Source: an optimization exercise on an open RTL-to-GDS flow (aim: small area, a short achievable clock period and few clock cycles per item). Production flows keep margins and buffers that such runs may drop. The RTL was checked by simulation tests, not by an equivalence proof against the original design. Power and IR drop assume default switching activity.

==> v23: inputs <==
==> flow/design.v <==
`timescale 1ns/1ps
`timescale 1ns/1ps
`timescale 1ns/1ps
`timescale 1ns/1ps
`timescale 1ns/1ps
`timescale 1ns/1ps
`timescale 1ns/1ps
`timescale 1ns/1ps
`timescale 1ns/1ps
`default_nettype none
module outLayerTop (
    input  wire        Clk,
    input  wire        rstN,
    input  wire        weightWrEn,
    input  wire [8:0]  weightWrAddr,
    input  wire [7:0]  weightWrData,
    input  wire        pixelWrEn,
    input  wire [4:0]  pixelWrIdx,
    input  wire [7:0]  pixelWrData,
    input  wire        start,
    output reg         busy,
    output reg         done,
    output reg         scoreValid,
    output reg  [3:0]  scoreIdx,
    output wire [23:0] scoreValue,
    output reg  [3:0]  classIdx,
    output wire [23:0] classScore
);
    localparam NT = 30;
    localparam NN = 10;
    integer i, j;
    reg rstQ, rstQ2;
    always @(posedge Clk) begin
        rstQ  <= ~rstN;
        rstQ2 <= rstQ;
    end
    wire [8:0] wa = weightWrAddr;
    wire [10:0] ge;
    assign ge[0]  = 1'b1;
    assign ge[1]  = (wa >= 9'd30);
    assign ge[2]  = (wa >= 9'd60);
    assign ge[3]  = (wa >= 9'd90);
    assign ge[4]  = (wa >= 9'd120);
    assign ge[5]  = (wa >= 9'd150);
    assign ge[6]  = (wa >= 9'd180);
    assign ge[7]  = (wa >= 9'd210);
    assign ge[8]  = (wa >= 9'd240);
    assign ge[9]  = (wa >= 9'd270);
    assign ge[10] = (wa >= 9'd300);
    wire [9:0]  rowHit = ge[9:0] & ~ge[10:1];
    wire [31:0] lowEq  = 32'd1 << wa[4:0];
    reg  [29:0] wColHit;
    integer k;
    always @* begin
        for (j = 0; j < NT; j = j + 1) begin
            wColHit[j] = 1'b0;
            for (k = 0; k < NN; k = k + 1)
                wColHit[j] = wColHit[j] | (rowHit[k] & lowEq[(30 * k + j) % 32]);
        end
    end
    wire [31:0] pHit32  = 32'd1 << pixelWrIdx;
    wire [29:0] pColHit = pHit32[29:0];
    wire        wV = weightWrEn & ~ge[10];
    wire        pV = pixelWrEn & (pixelWrIdx < 5'd30);
    wire        rcSlot;
    wire [29:0] rcColOH;
    reg        s1_ww, s1_pw, s1_rc, s1_dual2;
    reg [9:0]  s1_rowOH;
    reg [29:0] s1_rdColOH;
    reg [4:0]  s1_pIdx;
    reg [7:0]  s1_wData, s1_pData;
    always @(posedge Clk) begin
        if (!rstN) begin
            s1_ww     <= 1'b0;
            s1_pw     <= 1'b0;
            s1_rc     <= 1'b0;
            s1_dual2  <= 1'b0;
            s1_rowOH  <= '0;
        end else begin
            s1_ww     <= wV;
            s1_pw     <= pV;
            s1_rc     <= rcSlot;
            s1_dual2  <= wV & pV & ((wColHit & pColHit) == 30'd0);
            s1_rowOH  <= wV ? rowHit : 10'd0;
        end
        s1_rdColOH <= rcSlot ? rcColOH : (wV ? wColHit : pColHit);
        s1_pIdx    <= pixelWrIdx;
        s1_wData   <= weightWrData;
        s1_pData   <= pixelWrData;
    end
    reg [7:0] W [0:NN-1][0:NT-1];
    reg [7:0] P [0:NT-1];
    wire [7:0] pdEff = rstQ ? 8'd0 : s1_pData;
    wire [9:0]  rowE = s1_rowOH | {NN{rstQ}};
    wire [29:0] colE = s1_rdColOH | {NT{rstQ}};
    wire [31:0] pIdxOH = 32'd1 << s1_pIdx;
    wire [29:0] pixE = (pIdxOH[29:0] & {NT{s1_pw}}) | {NT{rstQ}};
    genvar gn, gt;
    generate
        for (gn = 0; gn < NN; gn = gn + 1) begin : gRow
            for (gt = 0; gt < NT; gt = gt + 1) begin : gCol
                always @(posedge Clk) begin
                    if (rowE[gn] & colE[gt]) W[gn][gt] <= s1_wData & {8{s1_rowOH[gn]}};
                end
            end
        end
        for (gt = 0; gt < NT; gt = gt + 1) begin : gPix
            always @(posedge Clk) begin
                if (pixE[gt]) P[gt] <= pdEff;
            end
        end
    endgenerate
    reg [7:0] Wcol [0:NN-1];
    reg [7:0] Pc;
    always @* begin
        for (i = 0; i < NN; i = i + 1) begin
            Wcol[i] = 8'd0;
            for (j = 0; j < NT; j = j + 1)
                Wcol[i] = Wcol[i] | (W[i][j] & {8{s1_rdColOH[j]}});
        end
        Pc = 8'd0;
        for (j = 0; j < NT; j = j + 1)
            Pc = Pc | (P[j] & {8{s1_rdColOH[j]}});
    end
    reg        r_ww, r_pw, r_rc;
    reg [9:0]  r_rowOH;
    reg [7:0]  r_wData, r_pData, r_P;
    reg [7:0]  r_W [0:NN-1];
    always @(posedge Clk) begin
        if (!rstN) begin
            r_ww    <= 1'b0;
            r_pw    <= 1'b0;
            r_rc    <= 1'b0;
            r_rowOH <= 10'd0;
        end else begin
            r_ww    <= s1_ww;
            r_pw    <= s1_pw;
            r_rc    <= s1_rc;
            r_rowOH <= s1_rowOH;
        end
        for (i = 0; i < NN; i = i + 1)
            r_W[i] <= Wcol[i];
        r_P     <= Pc;
        r_wData <= s1_wData;
        r_pData <= s1_pData;
    end
    reg [7:0] Wn0;
    always @* begin
        Wn0 = 8'd0;
        for (i = 0; i < NN; i = i + 1)
            Wn0 = Wn0 | (r_W[i] & {8{r_rowOH[i]}});
    end
    wire [8:0] dw    = {r_wData[7], r_wData} - {Wn0[7], Wn0};
    wire [8:0] ndw   = {Wn0[7], Wn0} - {r_wData[7], r_wData};
    wire [8:0] dp    = r_rc ? {r_P[7], r_P} : ({r_pData[7], r_pData} - {r_P[7], r_P});
    wire [8:0] ndp   = r_rc ? (9'd0 - {r_P[7], r_P}) : ({r_P[7], r_P} - {r_pData[7], r_pData});
    wire       wOnly = r_ww & ~r_pw;
    wire       dual1 = r_ww & r_pw & (r_P != 8'd0) & (r_wData != Wn0);
    reg [7:0] s2_A [0:NN-1];
    reg [8:0] s2_B, s2_nB;
    reg       s2_dual1;
    always @(posedge Clk) begin
        if (!rstN) s2_dual1 <= 1'b0;
        else       s2_dual1 <= dual1;
        for (i = 0; i < NN; i = i + 1) begin
            if (r_rowOH[i])
                s2_A[i] <= wOnly ? r_P : r_wData;
            else if (r_pw | r_rc)
                s2_A[i] <= r_W[i];
            else
                s2_A[i] <= 8'd0;
        end
        s2_B  <= wOnly ? dw : dp;
        s2_nB <= wOnly ? ndw : ndp;
    end
    reg [19:0] s3_ps [0:NN-1];
    reg [19:0] s3_pc [0:NN-1];
    function automatic [39:0] boothCsa(input [7:0] a, input [8:0] b, input [8:0] nb);
        reg [8:0]  ax;
        reg [9:0]  pp;
        reg [19:0] r0, r1, r2, r3, x1, y1, x2, y2;
        reg        pos1, pos2, neg1, neg2;
        integer    jj;
        begin
            ax = {a, 1'b0};
            r0 = 20'd0; r1 = 20'd0; r2 = 20'd0; r3 = 20'd0;
            for (jj = 0; jj < 4; jj = jj + 1) begin
                pos1 = ~ax[2*jj+2] & (ax[2*jj+1] ^ ax[2*jj]);
                pos2 = ~ax[2*jj+2] & ax[2*jj+1] & ax[2*jj];
                neg1 =  ax[2*jj+2] & (ax[2*jj+1] ^ ax[2*jj]);
                neg2 =  ax[2*jj+2] & ~ax[2*jj+1] & ~ax[2*jj];
                pp = ({10{pos1}} & {b[8], b})  | ({10{pos2}} & {b, 1'b0}) |
                     ({10{neg1}} & {nb[8], nb}) | ({10{neg2}} & {nb, 1'b0});
                case (jj)
                    0: r0 = {8'd0, ~pp[9], pp[9], pp[9], pp[8:0]};
                    1: r1 = {9'd0, 1'b1, ~pp[9], pp[8:0]} << 2;
                    2: r2 = {9'd0, 1'b1, ~pp[9], pp[8:0]} << 4;
                    default: r3 = {6'd0, 4'hf, ~pp[9], pp[8:0]} << 6;
                endcase
            end
            x1 = r0 ^ r1 ^ r2;
            y1 = ((r0 & r1) | (r0 & r2) | (r1 & r2)) << 1;
            x2 = x1 ^ y1 ^ r3;
            y2 = ((x1 & y1) | (x1 & r3) | (y1 & r3)) << 1;
            boothCsa = {x2, y2};
        end
    endfunction
    always @(posedge Clk) begin
        for (i = 0; i < NN; i = i + 1)
            {s3_ps[i], s3_pc[i]} <= boothCsa(s2_A[i], s2_B, s2_nB);
    end
    reg  [19:0] S [0:NN-1];
    wire        clrS;
    reg  [19:0] Snext [0:NN-1];
    always @* begin
        for (i = 0; i < NN; i = i + 1)
            Snext[i] = S[i] + s3_ps[i] + s3_pc[i];
    end
    always @(posedge Clk) begin
        for (i = 0; i < NN; i = i + 1)
            S[i] <= (rstQ | rstQ2 | clrS) ? 20'd0 : Snext[i];
    end
    localparam [2:0] ST_IDLE = 3'd0, ST_WAIT = 3'd1, ST_RC = 3'd2, ST_DRAIN = 3'd3,
                     ST_OUT = 3'd4;
    reg [2:0]  state;
    reg [1:0]  wc;
    reg [4:0]  rcCnt;
    reg        dirty;
    reg [9:0]  outOH;
    reg [3:0]  outCnt;
    reg        first;
    reg [19:0] scoreR, classR, nxt;
    assign rcSlot  = (state == ST_RC);
    assign rcColOH = 30'd1 << rcCnt;
    assign clrS    = (state == ST_RC) && (rcCnt == 5'd0);
    reg [19:0] Snx;
    always @* begin
        Snx = 20'd0;
        for (i = 2; i < NN; i = i + 1)
            Snx = Snx | (S[i] & {20{outOH[i-1]}});
    end
    wire takeNew = {~nxt[19], nxt[18:0]} > {~classR[19], classR[18:0]};
    assign scoreValue = {{4{scoreR[19]}}, scoreR};
    assign classScore = {{4{classR[19]}}, classR};
    always @(posedge Clk) begin
        if (!rstN) begin
            state      <= ST_IDLE;
            busy       <= 1'b0;
            done       <= 1'b0;
            scoreValid <= 1'b0;
            scoreIdx   <= 4'd0;
            classIdx   <= 4'd0;
            classR     <= 20'd0;
            dirty      <= 1'b0;
            wc         <= 2'd0;
            rcCnt      <= 5'd0;
            outOH      <= 10'd0;
            outCnt     <= 4'd0;
            first      <= 1'b0;
        end else begin
            if (s1_dual2 | s2_dual1) dirty <= 1'b1;
            case (state)
                ST_IDLE: begin
                    done       <= 1'b0;
                    scoreValid <= 1'b0;
                    if (start) begin
                        busy  <= 1'b1;
                        state <= ST_WAIT;
                        wc    <= 2'd0;
                    end
                end
                ST_WAIT: begin
                    wc <= wc + 2'd1;
                    if (wc == 2'd0) begin
                    end else if (dirty | s2_dual1) begin
                        dirty <= 1'b0;
                        state <= ST_RC;
                        rcCnt <= 5'd0;
                    end else begin
                        state  <= ST_OUT;
                        outOH  <= 10'd1;
                        outCnt <= 4'd0;
                        first  <= 1'b1;
                    end
                end
                ST_RC: begin
                    rcCnt <= rcCnt + 5'd1;
                    if (rcCnt == 5'd29) begin
                        state <= ST_DRAIN;
                        wc    <= 2'd0;
                    end
                end
                ST_DRAIN: begin
                    wc <= wc + 2'd1;
                    if (wc == 2'd2) begin
                        state  <= ST_OUT;
                        outOH  <= 10'd1;
                        outCnt <= 4'd0;
                        first  <= 1'b1;
                    end
                end
                ST_OUT: begin
                    first <= 1'b0;
                    if (done) begin
                        state      <= ST_IDLE;
                        busy       <= 1'b0;
                        done       <= 1'b0;
                        scoreValid <= 1'b0;
                    end else begin
                        scoreValid <= 1'b1;
                        scoreIdx   <= outCnt;
                        outCnt     <= outCnt + 4'd1;
                        outOH      <= {outOH[8:0], 1'b0};
                        done       <= outOH[9];
                        if (first) begin
                            classIdx <= 4'd0;
                            classR   <= Snext[0];
                        end else if (takeNew) begin
                            classIdx <= outCnt;
                            classR   <= nxt;
                        end
                    end
                end
                default: state <= ST_IDLE;
            endcase
        end
    end
    always @(posedge Clk) begin
        scoreR <= first ? Snext[0] : nxt;
        nxt    <= first ? Snext[1] : Snx;
    end
endmodule
`default_nettype wire
==> flow/run.sh <==
#!/bin/bash
# synth_recipe.tcl (not shown) runs the flow's synth.tcl, then flattens the netlist and writes it again
# the make line also repeats each setting of config.mk as NAME=value (left out here)
make -C /OpenROAD-flow-scripts/flow DESIGN_CONFIG=/design/flow/config.mk WORK_HOME=/design/flow/orfs CLKGATE_MAP_FILE= SYNTH_SCRIPT=/design/flow/synth_recipe.tcl finish
==> flow/config.mk <==
export PLATFORM = sky130hd
export DESIGN_NAME = outLayerTop
export DESIGN_NICKNAME = outLayerTop
export VERILOG_FILES = /design/flow/design.v
export SDC_FILE = /design/flow/constraint.sdc
export NUM_CORES = 4
export LEC_CHECK = 0
export ABC_AREA = 1
export CAP_MARGIN = 20
export CORE_MARGIN = 2
export CORE_UTILIZATION = 55
export CTS_CLUSTER_DIAMETER = 80
export CTS_CLUSTER_SIZE = 25
export SETUP_SLACK_MARGIN = 3.7
export SLEW_MARGIN = 20
==> flow/constraint.sdc <==
create_clock -name core_clock -period 6.0 [get_ports {Clk}]
set_input_delay 1.2000 -clock core_clock [delete_from_list [all_inputs] [get_ports {Clk}]]
set_output_delay 1.2000 -clock core_clock [all_outputs]
set_load 0.01 [all_outputs]
==> v15: changes against v23 <==
--- a/flow/design.v
+++ b/flow/design.v
@@ -66,8 +66,7 @@
     wire [29:0] rcColOH;
     reg        s1_ww, s1_pw, s1_rc, s1_dual2;
     reg [9:0]  s1_rowOH;
-    reg [29:0] s1_rdColOH;
-    reg [4:0]  s1_pIdx;
+    reg [29:0] s1_wColOH, s1_rdColOH;
     reg [7:0]  s1_wData, s1_pData;
     always @(posedge Clk) begin
         if (!rstN) begin
@@ -76,31 +75,32 @@
             s1_rc     <= 1'b0;
             s1_dual2  <= 1'b0;
             s1_rowOH  <= '0;
+            s1_wColOH <= '0;
         end else begin
             s1_ww     <= wV;
             s1_pw     <= pV;
             s1_rc     <= rcSlot;
             s1_dual2  <= wV & pV & ((wColHit & pColHit) == 30'd0);
             s1_rowOH  <= wV ? rowHit : 10'd0;
+            s1_wColOH <= wV ? wColHit : 30'd0;
         end
-        s1_rdColOH <= rcSlot ? rcColOH : (wV ? wColHit : pColHit);
-        s1_pIdx    <= pixelWrIdx;
+        s1_rdColOH <= rcSlot ? rcColOH : (pV ? pColHit : wColHit);
         s1_wData   <= weightWrData;
         s1_pData   <= pixelWrData;
     end
     reg [7:0] W [0:NN-1][0:NT-1];
     reg [7:0] P [0:NT-1];
+    wire [7:0] wdEff = rstQ ? 8'd0 : s1_wData;
     wire [7:0] pdEff = rstQ ? 8'd0 : s1_pData;
     wire [9:0]  rowE = s1_rowOH | {NN{rstQ}};
-    wire [29:0] colE = s1_rdColOH | {NT{rstQ}};
-    wire [31:0] pIdxOH = 32'd1 << s1_pIdx;
-    wire [29:0] pixE = (pIdxOH[29:0] & {NT{s1_pw}}) | {NT{rstQ}};
+    wire [29:0] colE = s1_wColOH | {NT{rstQ}};
+    wire [29:0] pixE = (s1_rdColOH & {NT{s1_pw}}) | {NT{rstQ}};
     genvar gn, gt;
     generate
         for (gn = 0; gn < NN; gn = gn + 1) begin : gRow
             for (gt = 0; gt < NT; gt = gt + 1) begin : gCol
                 always @(posedge Clk) begin
-                    if (rowE[gn] & colE[gt]) W[gn][gt] <= s1_wData & {8{s1_rowOH[gn]}};
+                    if (rowE[gn] & colE[gt]) W[gn][gt] <= wdEff;
                 end
             end
         end
@@ -224,15 +224,15 @@
                      ST_OUT = 3'd4;
     reg [2:0]  state;
     reg [1:0]  wc;
-    reg [4:0]  rcCnt;
+    reg [29:0] rcOH;
     reg        dirty;
     reg [9:0]  outOH;
     reg [3:0]  outCnt;
     reg        first;
     reg [19:0] scoreR, classR, nxt;
     assign rcSlot  = (state == ST_RC);
-    assign rcColOH = 30'd1 << rcCnt;
-    assign clrS    = (state == ST_RC) && (rcCnt == 5'd0);
+    assign rcColOH = rcOH;
+    assign clrS    = (state == ST_RC) && rcOH[0];
     reg [19:0] Snx;
     always @* begin
         Snx = 20'd0;
@@ -253,7 +253,7 @@
             classR     <= 20'd0;
             dirty      <= 1'b0;
             wc         <= 2'd0;
-            rcCnt      <= 5'd0;
+            rcOH       <= 30'd0;
             outOH      <= 10'd0;
             outCnt     <= 4'd0;
             first      <= 1'b0;
@@ -275,7 +275,7 @@
                     end else if (dirty | s2_dual1) begin
                         dirty <= 1'b0;
                         state <= ST_RC;
-                        rcCnt <= 5'd0;
+                        rcOH  <= 30'd1;
                     end else begin
                         state  <= ST_OUT;
                         outOH  <= 10'd1;
@@ -284,8 +284,8 @@
                     end
                 end
                 ST_RC: begin
-                    rcCnt <= rcCnt + 5'd1;
-                    if (rcCnt == 5'd29) begin
+                    rcOH <= {rcOH[28:0], 1'b0};
+                    if (rcOH[29]) begin
                         state <= ST_DRAIN;
                         wc    <= 2'd0;
                     end
CTS_CLUSTER_DIAMETER = unset   (was 80)
CTS_CLUSTER_SIZE = unset   (was 25)
SETUP_SLACK_MARGIN = 3.5   (was 3.7)
==> v26: changes against v23 <==
SETUP_SLACK_MARGIN = 3.3   (was 3.7)
==> results.cfg <==
[die]
taps = 3570
fp.dieH_um = 526.4

[cts]
cts_sinks = 3499

[layout]
buf_share = 0.07212

[synth]
synth_top_cells_by_area = edfxtp_1, dfxtp_1, nand2_1, fa_1, nor2_1
synthMuxAreaShare = 0.0001334
synth_top_area_frac = 0.5283

[power_and_ir_drop]
swShare = 0.4038

[timing]
fmax_ghz = 0.3682
fin_worst_skew_ns = 0.08013

[run_status]
outcome = finished clean

[setup_path]
arrival_ns = 3.45
the above is filed under v23

==> results.cfg <==
[layout]
buf_share = 0.04188
multi_input_area_um2 = 52890
buffers = 649

[setup_path]
arrival_ns = 3.27
path_buf_inv = 1

[timing]
fin_worst_skew_ns = 0.1117
fmax_ghz = 0.3712

[cts]
cts_sinks = 3549

[die]
fp.dieH_um = 527.3

[run_status]
outcome = finished clean

[place]
place_congestion = 0.9793

[synth]
synthMuxAreaShare = 0
synth_top_area_frac = 0.5264
synth_top_cells_by_area = edfxtp_1, dfxtp_1, nand2_1, fa_1, ha_1

[grt]
met2_usage = 0.5767
the above is filed under v15

==> results.cfg <==
[drt]
first_iter_violations = 14510
detail-route-antenna-nets = 0

[place]
place_ws_ns = 1.292

[die]
fp.dieH_um = 526.4
taps = 3570

[synth]
synth_top_family_by_area = simple AND/OR/NAND/NOR gates
synth_top_area_frac = 0.5283
synthMuxAreaShare = 0.0001334
synth_top_cells_by_area = edfxtp_1, dfxtp_1, nand2_1, fa_1, nor2_1

[layout]
buf_share = 0.02645
design_area_um2 = 164700
clock_area_frac = 0.03448

[power_and_ir_drop]
power-top-group = sequential cells
swShare = 0.3912

[timing]
fmax_ghz = 0.3567
fin_worst_skew_ns = 0.09623

[cts]
cts_sinks = 3499

[run_status]
outcome = finished clean

[setup_path]
arrival_ns = 3.31
the above is filed under v26

Testbench counts of v23, summed over its fixed seeds: cycles 2,808, items 64.
Testbench counts of v15, summed over its fixed seeds: cycles 2,808, items 64.
Testbench counts of v26, summed over its fixed seeds: cycles 2,808, items 64.

[what the ideal ports hide]
No port has a modelled driver above. Below, the same layouts with a new extraction and two added sets of constraints.
Step 1 (the two cells are an assumption about what drives the block):
set clk [get_ports {Clk}]
set_driving_cell -lib_cell sky130_fd_sc_hd__clkbuf_16 $clk
set_driving_cell -lib_cell sky130_fd_sc_hd__buf_2 [delete_from_list [all_inputs] $clk]
Step 2 times the ports against the registers' clock, not the clock port: input delays grow and output delays shrink by t, the midpoint of the rising clock arrivals with the driver on.
a / b / c = no drivers / after step 1 / after step 2; a / b = the first two.
run	t (ns)	setup slack, ns	latest minus earliest clock arrival (ns)	worst data-port slew with drivers (ns)	cell pins on the clock port's net
v23	1.030	3.284 / 3.271 / 2.749	0.082 / 0.082	0.08	1
v15	1.034	3.306 / 3.236 / 2.648	0.114 / 0.115	0.09	1
v26	1.010	3.196 / 3.196 / 2.304	0.108 / 0.108	0.04	1
After both steps every run listed still meets setup and hold. The setup slack of v26, which loses most, moves by 0.000 ns with the drivers and by -0.892 ns with both steps.
